Background: an optimization exercise with open tools, aiming at small area. Do not read the settings as production practice.
Function was checked by simulation only, so behaviour that the tests miss may differ from the original.
No activity file was given, so power comes from the tool's default toggle rates.

## lane 1
Design tile_display_top, start of the top module:
module tile_display_top
(
   input  wire        clk_36MHz,
   input  wire        arst_n,
   input  wire        req,
   input  wire [15:0] cmd,    
   output wire        ack,
   output wire [24:0] vga     
);
   logic       commit;
   logic       wr_pend;
   logic [3:0] wr_row;
   logic [4:0] wr_col;
   logic [2:0] wr_colour;
   logic [2:0] bg_colour;
   logic [3:0] rd_row;
   logic       advance;
   logic [2:0] tile_colour;
   cmd_decoder u_decoder
   (
      .clk_36MHz (clk_36MHz),
      .arst_n    (arst_n),
      .req       (req),
      .cmd       (cmd),
      .ack       (ack),
      .commit    (commit),
      .wr_pend   (wr_pend),
      .wr_row    (wr_row),
      .wr_col    (wr_col),
      .wr_colour (wr_colour),
      .bg_colour (bg_colour)
   );
   tile_store u_store
   (
      .clk_36MHz   (clk_36MHz),
      .arst_n      (arst_n),
      .wr_pend     (wr_pend),
      .wr_row      (wr_row),
      .wr_col      (wr_col),
      .wr_colour   (wr_colour),
      .commit      (commit),
      .rd_row      (rd_row),
      .advance     (advance),
      .tile_colour (tile_colour)
   );
   vga_controller u_vga
   (
      .clk_36MHz   (clk_36MHz),
      .arst_n      (arst_n),
      .tile_colour (tile_colour),
      .bg_colour   (bg_colour),
      .rd_row      (rd_row),
      .advance     (advance),
      .vga         (vga)
   );
endmodule
Size in the first run: about 1800 cells after synthesis, about 45 I/O pins, about 0.024 sq mm of cells after synthesis.
clock: 27.7 ns
lec_check: 0
abc_area: 1
cap_margin: 20
core_margin: 2
core_utilization: 65
cts_buf_list: sky130_fd_sc_hd__clkbuf_16
cts_cluster_diameter: 80
cts_cluster_size: 32
place_density: 0.8
slew_margin: 20
standard.sh (not shown) runs the stock make flow with config.mk's settings and CLKGATE_MAP_FILE= SYNTH_SCRIPT=/design/flow/synth_recipe.tcl, a recipe that flattens the netlist after the stock synthesis.
==> flow/flow/run.sh <==
#!/bin/bash
# The standard layout (standard.sh), with three changes:
#  - synthesis maps the logic with an area-only ABC script (strash; dch;
#    map -a) instead of ORFS's abc_area.script; registers are mapped
#    before ABC runs, so they are the standard synthesis's;
#  - port buffers use buf_1;
#  - CTS inserts no dummy loads.
# Each tool's output goes to its own log under orfs/logs; make's output
# goes to synth.log and flow.log here.
set -euo pipefail
W=$PWD
rm -rf "$W/synth_scripts"
cp -r "$FLOW_HOME/scripts" "$W/synth_scripts"
printf 'strash\ndch\nmap -a\ntopo\nstime -c\n' > "$W/synth_scripts/abc_area.script"
SCRIPTS_DIR="$W/synth_scripts" bash standard.sh synth > synth.log 2>&1
export BUFFER_PORTS_ARGS="-buffer_cell sky130_fd_sc_hd__buf_1"
export CTS_ARGS="-sink_clustering_enable -repair_clock_nets -dont_use_dummy_load -buf_list sky130_fd_sc_hd__clkbuf_8 -sink_clustering_size 20 -sink_clustering_max_diameter 40"
bash standard.sh > flow.log 2>&1
Relative to lane 1, the following input files were edited for lane 2:
- PLACE_DENSITY now 0.85, was 0.8
- CORE_UTILIZATION now 70, was 65
diff --git a/flow/flow/run.sh b/flow/flow/run.sh
--- a/flow/flow/run.sh
+++ b/flow/flow/run.sh
@@ -17 +17 @@
-export CTS_ARGS="-sink_clustering_enable -repair_clock_nets -dont_use_dummy_load -buf_list sky130_fd_sc_hd__clkbuf_8 -sink_clustering_size 20 -sink_clustering_max_diameter 40"
+export CTS_ARGS="-sink_clustering_enable -repair_clock_nets -dont_use_dummy_load -buf_list sky130_fd_sc_hd__clkbuf_8 -sink_clustering_size 19 -sink_clustering_max_diameter 50"
Results
Compared to lane 1, lane 2 has first-iteration DRC count 279 higher. Total number of tap cells | lane 2 below lane 1. In the metrics for lane 1 and lane 2, the one carrying the lower combinational fraction of design power is lane 1. On total power, lane 1 loses to lane 2.
Input changes introduced in lane 3 (baseline for comparison: lane 2):
diff --git a/flow/flow/run.sh b/flow/flow/run.sh
--- a/flow/flow/run.sh
+++ b/flow/flow/run.sh
@@ -17 +17 @@
-export CTS_ARGS="-sink_clustering_enable -repair_clock_nets -dont_use_dummy_load -buf_list sky130_fd_sc_hd__clkbuf_8 -sink_clustering_size 19 -sink_clustering_max_diameter 50"
+export CTS_ARGS="-sink_clustering_enable -repair_clock_nets -dont_use_dummy_load -buf_list sky130_fd_sc_hd__clkbuf_8 -sink_clustering_size 20 -sink_clustering_max_diameter 50"
In summary, lane 3 completed successfully, with a layout that passed the timing, DRC and antenna checks. Lane 2 went all the way through the flow, and no timing, DRC or antenna check failed. Lane 2 → lane 3: total routed wirelength higher; total design power roughly the same. Diff lane 3..lane 2 | cell count | negligible. | CTS sink count | lane 3 vs lane 2 | ≈ equal |. Min clock buffer count from CTS across lane 3 and lane 2: lane 3. Lane 3 vs lane 2: vias per cell up slightly. Compared with lane 2, via count of the routed design in lane 3 increased slightly. Lane 3 vs. lane 2: area added between synthesis and finish went down by 0.20 points.
The inputs of lane 4 differ from those of lane 3 as listed below.
- a change of SLEW_MARGIN from 20 to 0
- a change of CAP_MARGIN from 20 to 0
diff --git a/flow/flow/run.sh b/flow/flow/run.sh
--- a/flow/flow/run.sh
+++ b/flow/flow/run.sh
@@ -17 +17 @@
-export CTS_ARGS="-sink_clustering_enable -repair_clock_nets -dont_use_dummy_load -buf_list sky130_fd_sc_hd__clkbuf_8 -sink_clustering_size 20 -sink_clustering_max_diameter 50"
+export CTS_ARGS="-sink_clustering_enable -repair_clock_nets -dont_use_dummy_load -buf_list sky130_fd_sc_hd__clkbuf_8 -sink_clustering_size 19 -sink_clustering_max_diameter 50"
==> comparison <==
- Per the final summary, lane 4 finished and its layout is clean on timing, DRC and antenna.
- On total number of vias, lane 4 tracks lane 3 almost exactly.
- Lane 3 -> lane 4: row count delta 0, exact match
- Relative to lane 3, number of filler instances in the final layout increased by 1.1% in lane 4.
- Lane 4 reports a lower part of the power in registers than lane 3 does.
- Compared with lane 3, lane 4 shows a lower total wire length after detailed routing.
- Per the comparison of lane 4 with lane 3, part of the total power dissipated in the clock network went up; routed length per placed instance went down; global-route usage went down.
- ~same fmax in lane 3 and lane 4

==> re-timing with driven ports <==
No port has a modelled driver above. Below, the same layouts with a new extraction and two added sets of constraints.
Step 1 (the two cells are an assumption about what drives the block):
set clk [get_ports {clk_36MHz}]
set_driving_cell -lib_cell sky130_fd_sc_hd__clkbuf_16 $clk
set_driving_cell -lib_cell sky130_fd_sc_hd__buf_2 [delete_from_list [all_inputs] $clk]
Step 2 also shifts input and output timing later by t, the mid clock arrival at the registers, as if the neighbouring blocks saw the same clock.
Slacks: ideal ports / drivers / drivers and shift; pairs: ideal ports / drivers.
run	shift t [ns]	slack for setup (ns)	hold slack, ns	worst setup path after step 2
lane 1	0.655	19.591 / 19.542 / 20.197	0.268 / 0.268 / 0.268	register to output
lane 2	0.684	19.580 / 19.532 / 20.216	0.302 / 0.302 / 0.302	register to output
lane 3	0.674	19.592 / 19.544 / 20.219	0.286 / 0.286 / 0.286	register to output
lane 4	0.683	19.575 / 19.527 / 20.210	0.302 / 0.302 / 0.302	register to output
After both steps every run listed still meets setup and hold.
